Context: an optimization exercise on an open-source flow, tuned for small area and a short achievable clock period. The choices shown serve that exercise and are no tape-out recipe. Function was checked by simulation only, so behaviour that the tests miss may differ from the original. No activity file was given, so power comes from the tool's default toggle rates.

==> flow/design.v (outline; a module is shown in full before it is edited, if it fits) <==
// module approx_err_mul_a: 1900 lines
// module approx_err_mul_b: 345 lines
// module approx_err_add: 27 lines
// module approx_err_monitor: 153 lines
module approx_err_monitor
#(
  parameter int WINDOW = 1024,
  parameter int CNT_W  = 32,
  parameter int SUM_W  = 80
) (
  input  logic              clk,
  input  logic              rst_n,
  input  logic              start,
  input  logic              in_valid,
  output logic              in_ready,
  input  logic [approx_err_pkg::OP_W-1:0]   a,
  input  logic [approx_err_pkg::OP_W-1:0]   b,
  input  logic [approx_err_pkg::PROD_W-1:0] approx_y,
  output logic              busy,
  output logic              rpt_valid,
  input  logic              rpt_ready,
  output logic [CNT_W-1:0]  err_count,
  output logic [SUM_W-1:0]  err_sum,
  output logic [approx_err_pkg::PROD_W-1:0] err_max,
  output logic [approx_err_pkg::OP_W-1:0]   err_max_a,
  output logic [approx_err_pkg::OP_W-1:0]   err_max_b,
  output logic [CNT_W-1:0]  sample_count
);
  // ...
==> flow/run.sh <==
#!/bin/bash
# synth_recipe.tcl (not shown) runs the flow's synth.tcl, then flattens the netlist and writes it again
# the make line also repeats each setting of config.mk as NAME=value (left out here)
make -C /OpenROAD-flow-scripts/flow DESIGN_CONFIG=/design/flow/config.mk WORK_HOME=/design/flow/orfs CLKGATE_MAP_FILE= SYNTH_SCRIPT=/design/flow/synth_recipe.tcl finish
==> flow/config.mk <==
export PLATFORM = sky130hd
export DESIGN_NAME = approx_err_monitor
export DESIGN_NICKNAME = approx_err_monitor
export VERILOG_FILES = /design/flow/design.v
export SDC_FILE = /design/flow/constraint.sdc
export NUM_CORES = 4
export LEC_CHECK = 0
export CAP_MARGIN = 20
export CORE_MARGIN = 2
export CORE_UTILIZATION = 40
export SETUP_SLACK_MARGIN = 5
export SLEW_MARGIN = 20
==> flow/constraint.sdc <==
create_clock -name core_clock -period 10.0 [get_ports {clk}]
set_input_delay 2.0000 -clock core_clock [delete_from_list [all_inputs] [get_ports {clk}]]
set_output_delay 2.0000 -clock core_clock [all_outputs]
set_load 0.01 [all_outputs]
==> qor.csv, run 1 <==
stage,metric,value,unit
layout,Seq. cell area,15100,sq um
global_route,largest net degree at the start of global routing,145,
clock_tree,htree depth,3,
floorplanning,die area,135000,sq um
floorplanning,tap cell count,1755,
layout,"commonest cells after routing, fill and taps aside","inv_1, dfxtp_1, xnor2_1, fa_1, a22oi_1",
clock_tree,postcts setup bufs,0,
timing,Final Hold Viols,0,
global_route,first-pass GRT wire length,252,mm
min_path,hold path cells,0,
power,P_clk,0.00348,W
layout,Top reg by flops,h1,
global_route,met3 Usage GRT,6.79,%
power,Int Power,0.0122,W
setup_path,crit path cell chain,"inv_1, ha_2, nor2_4, inv_2, xnor2_1, fa_1, fa_1, inv_1, fa_1, fa_1, ha_1",
power,Clk pwr share,15.1,%
power,combinational power,0.0151,W
logic_synthesis,Synth Area in Compound Gates,13.5,%
power,Overall Power,0.0230,W
min_path,Worst Hold Class,flop to flop,
logic_synthesis,"EDFF count, synth",0,
timing,Final period util,48.6,%
place,DP Worst Slack,4500,ps
place,DP Wirelength,111,mm
logic_synthesis,sequential share of the synthesized area,28.6,%
logic_synthesis,Most used DFF post-synth,dfxtp_1,
setup_path,CP arrival,5490,ps
logic_synthesis,Syn Inst Count,5441,
timing,hold_ws,318,ps
logic_synthesis,Synth Area in Simple Gates,7.50,%
place,Post-DP Area,57600,sq um
timing,Rel. slew slack,20.1,%
layout,Seq cells,754,
logic_synthesis,syn avg cell area,9.70,sq um
timing,RSZ-0062 raised after global routing,false,
status,status,"complete, no violations",
timing,Worst Skew,53.0,ps
global_route,gr usage total,24.4,%
drt,met3 wire len,17.4,mm
logic_synthesis,synthesis-stage register bit count,754,
clock_tree,CTS Buffer Depth,3,
clock_tree,CTS tree,done,
==> run 2: changes to the inputs <==
==> flow/flow/run.sh (new file) <==
#!/bin/bash
# The standard layout (standard.sh), with the resizer's setup repair aiming for a margin of
# 6.2 ns below the 10 ns clock period instead of 0, so that it sizes and buffers the datapath
# for a period of about 3.8 ns. The make log goes to standard_flow.log; each ORFS step keeps its
# own log under orfs/logs/.
set -euo pipefail
bash standard.sh SETUP_SLACK_MARGIN=6.2 TNS_END_PERCENT=100 finish > standard_flow.log 2>&1
==> flow/standard.sh (new file) <==
#!/bin/bash
# synth_recipe.tcl (not shown) runs the flow's synth.tcl, then flattens the netlist and writes it again
# the make line also repeats each setting of config.mk as NAME=value (left out here)
make -C /OpenROAD-flow-scripts/flow DESIGN_CONFIG=/design/flow/config.mk WORK_HOME=/design/flow/orfs CLKGATE_MAP_FILE= SYNTH_SCRIPT=/design/flow/synth_recipe.tcl "${@:-finish}"
--- a/flow/config.mk
+++ b/flow/config.mk
@@ -8,5 +8,4 @@
 export CAP_MARGIN = 20
 export CORE_MARGIN = 2
 export CORE_UTILIZATION = 40
-export SETUP_SLACK_MARGIN = 5
 export SLEW_MARGIN = 20
removed: flow/run.sh
==> run 2 against run 1 <==
  * Still clean on timing, DRC and antenna
  * Worst hold slack worse by 2.4 ps
  * Sequential share of layout area down 1.2 points
  * Worst setup slack better by 950 ps
  * Critical endpoint is now ec[10]
  * Largest power group unchanged
==> qor.csv, run 2 <==
stage,metric,value,unit,change
status,status,"complete, no violations",,unchanged
logic_synthesis,top-area cell type share of the netlist area,28.6,%,unchanged
setup_path,CP startpoint kind,flop,,unchanged
logic_synthesis,synthesis-stage register bit count,754,,unchanged
timing,fmax,256,MHz,was 206 MHz
setup_path,"Req. time, crit path",10580,ps,was 10630 ps
logic_synthesis,Yosys cell types,77,,unchanged
job,max capacitance violation total,0,,unchanged
floorplanning,FP Rows,133,,unchanged
drt,DRT iter0 DRCs,3700,,was 3733
layout,"commonest cells after routing, fill and taps aside","inv_1, dfxtp_1, xnor2_1, fa_1, a22oi_1",,unchanged
global_route,vias in the first global route,41732,,was 40.8k
timing,Final Hold Viols,0,,unchanged
clock_tree,CTS sink count,754,,unchanged
layout,Top reg by flops,h1,,unchanged
logic_synthesis,syn avg cell area,9.70,sq um,unchanged
timing,post-route setup slack,6090,ps,was 5140 ps
timing,Final Critical Period,3910,ps,was 4860 ps
power,Worst IR Drop VDD,0.559,mV,was 0.515 mV
logic_synthesis,Synth area leader,dfxtp_1,,unchanged
timing,Rel. slew slack,20.3,%,was 20.1%
global_route,first-pass GRT wire length,259,mm,was 252 mm
drt,remaining antenna violation count,0,,unchanged
clock_tree,CTS Buf Count,90,,was 89
layout,"commonest non-fill, non-tap cell in the layout",inv_1,,unchanged
setup_path,CP endpoint,ec[10],,was h1[128]
place,DP Worst Slack,4160,ps,was 4500 ps
layout,area grow syn2layout,21.3,%,was 15.3%
setup_path,FF-to-FF End,ec[10],,was h1[128]
drt,Vias,40871,,was 39.7k
timing,RSZ-0062 raised after global routing,true,,was false
logic_synthesis,cell area after synthesis,52800,sq um,unchanged
drt,# DRC,0,,unchanged
timing,worst slew pin tran,1200,ps,about the same
timing,Worst Skew,25.5,ps,was 53.0 ps
floorplanning,Die Wd,367,microns,unchanged
power,P per Cell Area,420,nW/um^2,was 378 nW/um^2
setup_path,Setup CP Type,flop to flop,,unchanged
layout,layout cells sized above 1,11.2,%,was 5.79%
timing,max-slew violation count,0,,unchanged
drt,drt total wl,175,mm,was 167 mm
clock_tree,Root Buffer,clkbuf_16,,unchanged
layout,largest registers,"h1 (192), t2 (65)",,unchanged
logic_synthesis,sequential share of the synthesized area,28.6,%,unchanged
place,RePlAce Congestion,0.893,,was 0.879
floorplanning,chip height,367,microns,unchanged
clock_tree,htree depth,3,,unchanged
logic_synthesis,top-count cell post-synth,dfxtp_1,,unchanged
global_route,largest net degree at the start of global routing,154,,was 145
logic_synthesis,Async SR Flop Fraction,0,%,unchanged
global_route,initial antenna violation count,2,,was 7
layout,cell area after layout,64000,sq um,was 60900 sq um
setup_path,Crit. Startpoint,t2[13],,was b0[11]
power,P_leak,27.0,nW,was 25.9 nW
drt,wire per inst,23.2,microns,was 22.6 microns
logic_synthesis,"EDFF count, synth",0,,unchanged
timing,TNS Setup,0,ps,unchanged
timing,setup violators final,0,,unchanged
clock_tree,CTS Buffer Depth,3,,unchanged
setup_path,R2R cell count,16,,was 11
clock_tree,CTS tree,done,,unchanged
min_path,Worst Hold Class,flop to flop,,unchanged
layout,Layout Cells excl Fill,7540,,was 7402
global_route,gr usage total,25.1,%,was 24.4%
logic_synthesis,Syn Inst Count,5441,,unchanged
place,DP Wirelength,110,mm,was 111 mm
place,Post-DP Area,57700,sq um,was 57600 sq um
place,Placed Cells,7234,,was 7238
clock_tree,clock latency (worst-skew pair),720,ps,was 740 ps
layout,fin util,48.8,%,was 46.4%
layout,Largest register FFs,192,,unchanged
logic_synthesis,synth cell count leaders,"dfxtp_1, inv_1, xnor2_1",,unchanged
floorplanning,initial cell density of the core,40.2,%,unchanged
logic_synthesis,Most used DFF post-synth,dfxtp_1,,unchanged
floorplanning,core footprint,131000,sq um,unchanged
setup_path,CP arrival,4480,ps,was 5490 ps
logic_synthesis,"top cells by area, synth","dfxtp_1, fa_1, xnor2_1",,unchanged
layout,NumNets Final,6659,,was 6527
place,I/O Buffers,348,,unchanged
setup_path,crit path capture type,flop,,unchanged
setup_path,RR Startpoint,t2[13],,was b0[11]
global_route,global route overflow,0,,unchanged
floorplanning,die area,135000,sq um,unchanged
floorplanning,I/O pin count,408,,unchanged
timing,Final period util,39.1,%,was 48.6%
logic_synthesis,Synth warnings,10,,unchanged
layout,number of fill cells in the layout,12101,,was 12.4k
drt,vias per cell,5.42,,was 5.36
drt,Pre-antenna DRT Iters,6,,was 7
setup_path,r2r setup slk,6090,ps,was 5140 ps
clock_tree,clock slew at reported path FFs,60,ps,about the same
setup_path,critical path peak fanout,3,,was 19
==> run 2: cell counts after synthesis <==
No cell type changed its count.
==> run 2: routing by layer <==
metal / track usage [%] / part of all wire [%]
met1: 32.5 / 41
met2: 38.5 / 43
met3: 7.26 / 10
met4: 11.8 / 5.1
met5: 0 / 0.0074
==> run 2: power breakdown <==
part,switching (W),internal [W],total [W]
Combinational,0.0104,0.00852,0.0189
Sequential,0.000514,0.00397,0.00448
Clock,0.00139,0.00209,0.00348
==> run 2: kinds of logic after synthesis <==
group           count (synthesis)  share of synthesized area, %
buf+inv                      1193                          8.91
compound gates               1018                          13.5
mux                            99                          1.88
xor+xnor                      758                          12.6
other cells                     2                        0.0142
flops                         754                          28.6
fa+ha+maj                     818                          27.0
simple gates                  799                          7.50
==> run 2: worst min-delay path by stage <==
stage	slack, ps	cells past startpoint	startpoint	endpoint
after floorplan	310	0	a1[0]	a2[0]
after global placement	310	0	a1[22]	a2[22]
after detailed placement	310	0	a1[16]	a2[16]
after CTS	320	0	a1[25]	a2[25]
after global routing	330	0	a1[6]	a2[6]
final	320	0	b1[4]	b2[4]
==> run 2: cell type report <==
type / instances / area, sq um / share of cell area (%)
Clock buffer: 128 / 2640 / 4.12
Inverter: 756 / 2880 / 4.50
Timing Repair Buffer: 552 / 5880 / 9.18
Multi-Input combinational cell: 3554 / 34700 / 54.2
Clock inverter: 39 / 527 / 0.823
Tap cell: 1755 / 2200 / 3.43
Antenna cell: 2 / 5.00 / 0.00782
Sequential cell: 754 / 15200 / 23.7
==> run 2: through the flow <==
step	hold WS (ps)	total power, W
floorplan	310	0.0152
global placement	310	0.0193
detailed placement	312	0.0195
CTS	315	0.0250
global route	328	0.0290
finish	315	0.0269
==> run 2: worst max-delay path: stages (launching register included) <==
cell,delay (ps)
dfxtp_4,330
or4_4,530
or4b_4,490
or2_4,260
nor3_4,150
buf_12,140
nand4_4,110
or3_4,370
or4_4,470
ha_4,200
ha_4,150
and3_4,190
nand2_4,80
nor2_4,40
nand3_2,70
xor2_1,140
nor2_1,50
==> run 2: repair_timing <==
item                                    in CTS  in global routing
endpoints found under the setup margin     352                199
pin swaps                                   64                 91
cloned                                       7                  5
resized for setup                          208                162
buffers inserted                            57                 68
hold buffers                                 0                  0
==> module approx_err_monitor, before the edit <==
module approx_err_monitor
#(
  parameter int WINDOW = 1024,
  parameter int CNT_W  = 32,
  parameter int SUM_W  = 80
) (
  input  logic              clk,
  input  logic              rst_n,
  input  logic              start,
  input  logic              in_valid,
  output logic              in_ready,
  input  logic [approx_err_pkg::OP_W-1:0]   a,
  input  logic [approx_err_pkg::OP_W-1:0]   b,
  input  logic [approx_err_pkg::PROD_W-1:0] approx_y,
  output logic              busy,
  output logic              rpt_valid,
  input  logic              rpt_ready,
  output logic [CNT_W-1:0]  err_count,
  output logic [SUM_W-1:0]  err_sum,
  output logic [approx_err_pkg::PROD_W-1:0] err_max,
  output logic [approx_err_pkg::OP_W-1:0]   err_max_a,
  output logic [approx_err_pkg::OP_W-1:0]   err_max_b,
  output logic [CNT_W-1:0]  sample_count
);
  localparam int IDX_W = 10;   
  localparam int HI_W  = IDX_W;
  localparam int FLUSH = 7;
  logic             acc_q;       
  logic             busy_q;
  logic             rv_q;        
  logic             clr_q;       
  logic             v0, v1, v2;  
  logic [FLUSH-1:0] fin;         
  logic [IDX_W-1:0] cnt;         
  logic             fire, last;
  assign in_ready  = acc_q;
  assign busy      = busy_q;
  assign rpt_valid = rv_q;
  assign fire      = in_valid & acc_q;
  assign last      = fire & (cnt == IDX_W'(WINDOW - 1));
  always_ff @(posedge clk) begin
    if (!rst_n) begin
      acc_q  <= 1'b0;
      busy_q <= 1'b0;
      rv_q   <= 1'b0;
      clr_q  <= 1'b0;
      v0     <= 1'b0;
      v1     <= 1'b0;
      v2     <= 1'b0;
      fin    <= '0;
    end else begin
      clr_q <= ~busy_q & start;
      v0    <= fire;
      v1    <= v0;
      v2    <= v1;
      fin   <= {fin[FLUSH-2:0], last};
      if (~busy_q & start) begin
        acc_q  <= 1'b1;
        busy_q <= 1'b1;
      end
      if (last) acc_q <= 1'b0;
      if (fin[FLUSH-1]) rv_q <= 1'b1;
      if (rv_q & rpt_ready) begin
        rv_q   <= 1'b0;
        busy_q <= 1'b0;
      end
    end
  end
  always_ff @(posedge clk) begin
    if (!acc_q) cnt <= '0;
    else if (in_valid) cnt <= cnt + 1'b1;
  end
  logic [31:0] a0, b0;
  logic [63:0] y0;
  always_ff @(posedge clk) begin
    a0 <= a;
    b0 <= b;
    y0 <= approx_y;
  end
  logic [approx_err_pkg::HEAP_W-1:0] h0, h1;
  logic [31:0] a1, b1;
  approx_err_mul_a u_mul_a (.a(a0), .b(b0), .y(y0), .h(h0));
  always_ff @(posedge clk) begin
    h1 <= h0;
    a1 <= a0;
    b1 <= b0;
  end
  logic [64:0] ps, pc, t1, t2;
  logic [31:0] a2, b2;
  logic        t_co;
  approx_err_mul_b u_mul_b (.h(h1), .s(ps), .c(pc));
  approx_err_add #(.N(65), .L(7)) u_cpa (.x(ps), .y(pc), .ci(1'b0), .s(t1), .co(t_co));
  always_ff @(posedge clk) begin
    t2 <= t1;
    a2 <= a1;
    b2 <= b1;
  end
  logic [IDX_W:0] ec;
  logic [63:0]    mx;
  logic [31:0]    ma, mb;
  logic        neg, nz, gt;
  logic [63:0] x, d, inc, nmx;
  assign neg = t2[64];
  assign x   = t2[63:0] ^ {64{neg}};
  assign inc = ~t2[63:0] + 64'd1;
  assign d   = neg ? inc : t2[63:0];
  assign nz  = |t2;
  assign nmx = ~mx;
  approx_err_add #(.N(64), .L(6)) u_cmp (.x(x), .y(nmx), .ci(neg), .s(), .co(gt));
  logic [63:0]    lo;       
  logic [3:1]     cy;       
  logic           cy_hi;    
  logic [HI_W-1:0] hi;
  logic [63:0]    xv;
  logic [63:0]    lo_n;
  logic [3:0]     co;
  assign xv = v2 ? x : 64'd0;
  approx_err_add #(.N(16), .L(4)) u_ch0 (.x(lo[15:0]),  .y(xv[15:0]),  .ci(v2 & neg), .s(lo_n[15:0]),  .co(co[0]));
  approx_err_add #(.N(16), .L(4)) u_ch1 (.x(lo[31:16]), .y(xv[31:16]), .ci(cy[1]),    .s(lo_n[31:16]), .co(co[1]));
  approx_err_add #(.N(16), .L(4)) u_ch2 (.x(lo[47:32]), .y(xv[47:32]), .ci(cy[2]),    .s(lo_n[47:32]), .co(co[2]));
  approx_err_add #(.N(16), .L(4)) u_ch3 (.x(lo[63:48]), .y(xv[63:48]), .ci(cy[3]),    .s(lo_n[63:48]), .co(co[3]));
  always_ff @(posedge clk) begin
    if (clr_q) begin
      ec    <= '0;
      mx    <= '0;
      ma    <= '0;
      mb    <= '0;
      lo    <= '0;
      cy    <= '0;
      cy_hi <= 1'b0;
      hi    <= '0;
    end else begin
      lo    <= lo_n;
      cy    <= co[2:0];
      cy_hi <= co[3];
      hi    <= hi + HI_W'(cy_hi);
      if (v2) begin
        ec <= ec + (IDX_W+1)'(nz);
        if (gt) begin
          mx <= d;
          ma <= a2;
          mb <= b2;
        end
      end
    end
  end
  assign err_count    = CNT_W'(ec);
  assign err_sum      = SUM_W'({hi, lo});
  assign err_max      = mx;
  assign err_max_a    = ma;
  assign err_max_b    = mb;
  assign sample_count = CNT_W'(WINDOW);
endmodule
==> run 3: changes to the inputs <==
--- a/flow/design.v
+++ b/flow/design.v
@@ -2382,8 +2382,13 @@
   assign inc = ~t2[63:0] + 64'd1;
   assign d   = neg ? inc : t2[63:0];
   assign nz  = |t2;
+  logic [63:0] nt;
+  logic        gt_p, gt_n;
   assign nmx = ~mx;
-  approx_err_add #(.N(64), .L(6)) u_cmp (.x(x), .y(nmx), .ci(neg), .s(), .co(gt));
+  assign nt  = ~t2[63:0];
+  approx_err_add #(.N(64), .L(6)) u_cmp_p (.x(t2[63:0]), .y(nmx), .ci(1'b0), .s(), .co(gt_p));
+  approx_err_add #(.N(64), .L(6)) u_cmp_n (.x(nt),       .y(nmx), .ci(1'b1), .s(), .co(gt_n));
+  assign gt = neg ? gt_n : gt_p;
   logic [63:0]    lo;       
   logic [3:1]     cy;       
   logic           cy_hi;    
==> run 3 against run 2 <==
  * Register-to-register slack lost 230 ps
  * Utilization decreased by 0.23 points
  * Cell count is 4.3% higher
  * Die area rose by 3.3%
  * Clock power is essentially flat
  * Fmax is 5.6% lower
  * First-iteration DRC count is 28% higher
  * Synthesized area rose by 3.3%
  * Global-route usage rose by 1.7 points
  * Largest power group unchanged
  * Non-clock buffer count is 25 higher
  * Worst hold slack better by 2.0 ps
  * Power down 3.2%
==> qor.csv, run 3 <==
stage,metric,value,unit,change
setup_path,crit path cell chain,"fa_1, inv_1, fa_1, inv_2, ha_4, ha_4, nand4_1, or3_4, nand2b_4, a311oi_2, or2_4, a41o_4, a41oi_4, or3_4, nor3_2, nor3_2",,"was or4_4, or4b_4, or2_4, nor3_4, buf_12, nand4_4, or3_4, or4_4, ha_4, ha_4, and3_4, nand2_4, nor2_4, nand3_2, xor2_1, nor2_1"
setup_path,Worst Path Buf+Inv,2,,was 1
layout,Top reg by flops,h1,,unchanged
timing,fmax,242,MHz,was 256 MHz
clock_tree,clock slew at reported path FFs,60,ps,about the same
setup_path,Max stage delay on crit path,520,ps,was 530 ps
logic_synthesis,synthesis-stage register bit count,754,,unchanged
logic_synthesis,top-area cell type share of the netlist area,27.7,%,was 28.6%
logic_synthesis,Most used DFF post-synth,dfxtp_1,,unchanged
logic_synthesis,Yosys cell types,71,,was 77
logic_synthesis,cell area after synthesis,54500,sq um,was 52800 sq um
logic_synthesis,Synth area leader,dfxtp_1,,unchanged
logic_synthesis,Async SR Flop Fraction,0,%,unchanged
logic_synthesis,sequential share of the synthesized area,27.7,%,was 28.6%
global_route,global route overflow,0,,unchanged
clock_tree,Root Buffer,clkbuf_16,,unchanged
min_path,Worst Hold Class,flop to flop,,unchanged
drt,Vias,43680,,was 40.9k
layout,Seq. cell area,15200,sq um,about the same
clock_tree,CTS tree,done,,unchanged
timing,Rel. slew slack,34.3,%,was 20.3%
timing,RSZ-0062 raised after global routing,true,,unchanged
floorplanning,I/O pin count,408,,unchanged
layout,"commonest non-fill, non-tap cell in the layout",inv_1,,unchanged
timing,Final Hold Viols,0,,unchanged
clock_tree,htree depth,3,,unchanged
logic_synthesis,syn avg cell area,9.48,sq um,was 9.70 sq um
floorplanning,die area,139000,sq um,was 135000 sq um
logic_synthesis,top-count cell post-synth,inv_1,,was dfxtp_1
timing,setup violators final,0,,unchanged
place,DP Wirelength,124,mm,was 110 mm
floorplanning,initial cell density of the core,40.3,%,was 40.2%
logic_synthesis,"top cells by area, synth","dfxtp_1, fa_1, xnor2_1",,unchanged
logic_synthesis,Syn Inst Count,5747,,was 5441
timing,Final Critical Period,4140,ps,was 3910 ps
drt,vias per cell,5.55,,was 5.42
place,RePlAce Congestion,0.929,,was 0.893
setup_path,"Req. time, crit path",10610,ps,was 10580 ps
status,status,"complete, no violations",,unchanged
floorplanning,FP Rows,135,,was 133
layout,"commonest cells after routing, fill and taps aside","inv_1, dfxtp_1, xnor2_1, fa_1, a22oi_1",,unchanged
floorplanning,core footprint,135000,sq um,was 131000 sq um
drt,DRT iter0 DRCs,4723,,was 3700
setup_path,Setup CP Type,flop to flop,,unchanged
layout,area grow syn2layout,20.6,%,was 21.3%
logic_synthesis,"EDFF count, synth",0,,unchanged
setup_path,Top Family by Delay on Critical Path,adder cells,,was simple AND/OR/NAND/NOR gates
timing,Worst Skew,50.5,ps,was 25.5 ps
layout,multi-input logic area,35800,sq um,was 34700 sq um
layout,number of fill cells in the layout,12399,,was 12.1k
floorplanning,chip height,373,microns,was 367 microns
setup_path,CP arrival,4740,ps,was 4480 ps
global_route,largest net degree at the start of global routing,86,,was 154
drt,wire per inst,24.8,microns,was 23.2 microns
power,Worst IR Drop VDD,0.578,mV,was 0.559 mV
layout,NumNets Final,7025,,was 6659
layout,cell area after layout,65700,sq um,was 64000 sq um
clock_tree,CTS Buffer Depth,3,,unchanged
job,max capacitance violation total,0,,unchanged
clock_tree,clock latency (worst-skew pair),740,ps,was 720 ps
global_route,initial antenna violation count,8,,was 2
place,I/O Buffers,348,,unchanged
drt,Pre-antenna DRT Iters,7,,was 6
clock_tree,CTS sink count,754,,unchanged
layout,largest registers,"h1 (192), t2 (65)",,unchanged
setup_path,CP startpoint kind,flop,,unchanged
power,P_leak,27.9,nW,was 27.0 nW
clock_tree,CTS Buf Count,89,,was 90
timing,max-slew violation count,0,,unchanged
setup_path,crit path capture type,flop,,unchanged
timing,worst slew pin tran,985,ps,was 1200 ps
logic_synthesis,synth cell count leaders,"inv_1, dfxtp_1, xnor2_1",,"was dfxtp_1, inv_1, xnor2_1"
layout,layout cells sized above 1,10.3,%,was 11.2%
global_route,first-pass GRT wire length,283,mm,was 259 mm
layout,Largest register FFs,192,,unchanged
setup_path,critical path peak fanout,3,,unchanged
power,P per Cell Area,396,nW/um^2,was 420 nW/um^2
timing,Final period util,41.4,%,was 39.1%
drt,drt total wl,195,mm,was 175 mm
floorplanning,Die Wd,373,microns,was 367 microns
place,Post-DP Area,59400,sq um,was 57700 sq um
drt,# DRC,0,,unchanged
timing,TNS Setup,0,ps,unchanged
setup_path,slowest cell on the critical path,fa_1,,was or4_4
drt,remaining antenna violation count,0,,unchanged
global_route,vias in the first global route,43864,,was 41.7k
logic_synthesis,Synth warnings,10,,unchanged
global_route,gr usage total,26.8,%,was 25.1%
[run 3: changes by cell type after synthesis, sizes merged, moves of 63 or more]
| cell | change |
|---|---|
| nor2 | -86 |
| ha | +63 |
| nand3 | +71 |
| mux2i | -63 |
| a21oi | +160 |
| inv | +80 |
[run 3: metrics by stage]
stage,worst slack (ps),hold WS (ps),instances,total power [W],utilization (%)
3_3_place_gp,5270,310,7556,0.0191,43.9
4_1_cts,5820,324,7784,0.0243,47.5
3_5_place_dp,5230,312,7556,0.0193,43.9
5_1_grt,5740,324,7865,0.0280,48.6
2_1_floorplan,6020,310,5804,0.0149,-
6_report,5860,317,7867,0.0260,48.6
[run 3: area by class of cell]
type | count | area share (%)
Antenna cell | 3 | 0.0114
Clock buffer | 121 | 3.80
Clock inverter | 42 | 0.995
Inverter | 836 | 4.83
Multi-Input combinational cell | 3753 | 54.5
Sequential cell | 754 | 23.1
Tap cell | 1781 | 3.39
Timing Repair Buffer | 577 | 9.41
[run 3: repair_timing]
action                     4_1_cts  5_1_grt
resized for setup              216      160
setup endpoints to repair      363      219
setup buffers                   61       72
gates cloned                     4        8
hold buffers                     0        0
pin swaps                       51       60
[run 3: power breakdown]
group	leakage [nW]	switching (W)	total (W)	internal [W]
clock	1.53	0.00142	0.00348	0.00206
combinational	20.1	0.0103	0.0180	0.00776
sequential	6.28	0.000567	0.00451	0.00394
total	27.9	0.0122	0.0260	0.0138
[run 3: routing by layer]
metal  wire length [microns]  part of all wire, %  global-route usage (%)
met1                   75800                   39                    33.9
met2                   84000                   43                    41.3
met3                   21500                   11                    7.54
met4                   13800                  7.1                    14.9
met5                     110                0.056                       0
[run 3: worst paths after layout]
kind	start	to	slack [ps]	cells past startpoint
hold / removal	b1[30]	b2[30]	320	0
setup / recovery	h1[74]	t2[62]	5860	16
hold reg to reg	b1[30]	b2[30]	320	0
setup reg to reg	h1[74]	t2[62]	5860	16
[run 3: logic make-up (layout without fill, tap and decap cells)]
logic type | count (synthesis) | count (layout) | synth area share, %
DFF | 754 | 754 | 27.7
muxes | 36 | 36 | 0.663
AOI/OAI and AO/OA | 1249 | 1251 | 15.4
buffers and inverters | 1300 | 1576 | 9.37
and+or+nand+nor | 760 | 761 | 6.98
xor gates and xnor gates | 765 | 765 | 12.3
adders and majority gates | 881 | 881 | 27.6
other | 2 | 62 | 0.0138

what the ideal ports hide:
The results above use ideal ports. As a check the final layouts listed here were re-extracted and re-timed, cells and wires unchanged.
Step 1, drivers: a clkbuf_16 drives clk and a buf_2 each remaining input, both assumed.
Step 2 times the ports against the registers' clock, not the clock port: input delays grow and output delays shrink by t, the midpoint of the rising clock arrivals with the driver on.
a / b / c = ideal ports / drivers / drivers and shift; a / b = the first two.
| run | shift t [ns] | setup slack, ns | worst setup path at the end |
|---|---|---|---|
| run 1 | 0.788 | 5.140 / 5.140 / 5.140 | register to register |
| run 2 | 0.782 | 6.093 / 6.093 / 6.093 | register to register |
| run 3 | 0.800 | 5.862 / 5.862 / 5.862 | register to register |
After both steps every run listed still meets setup and hold.
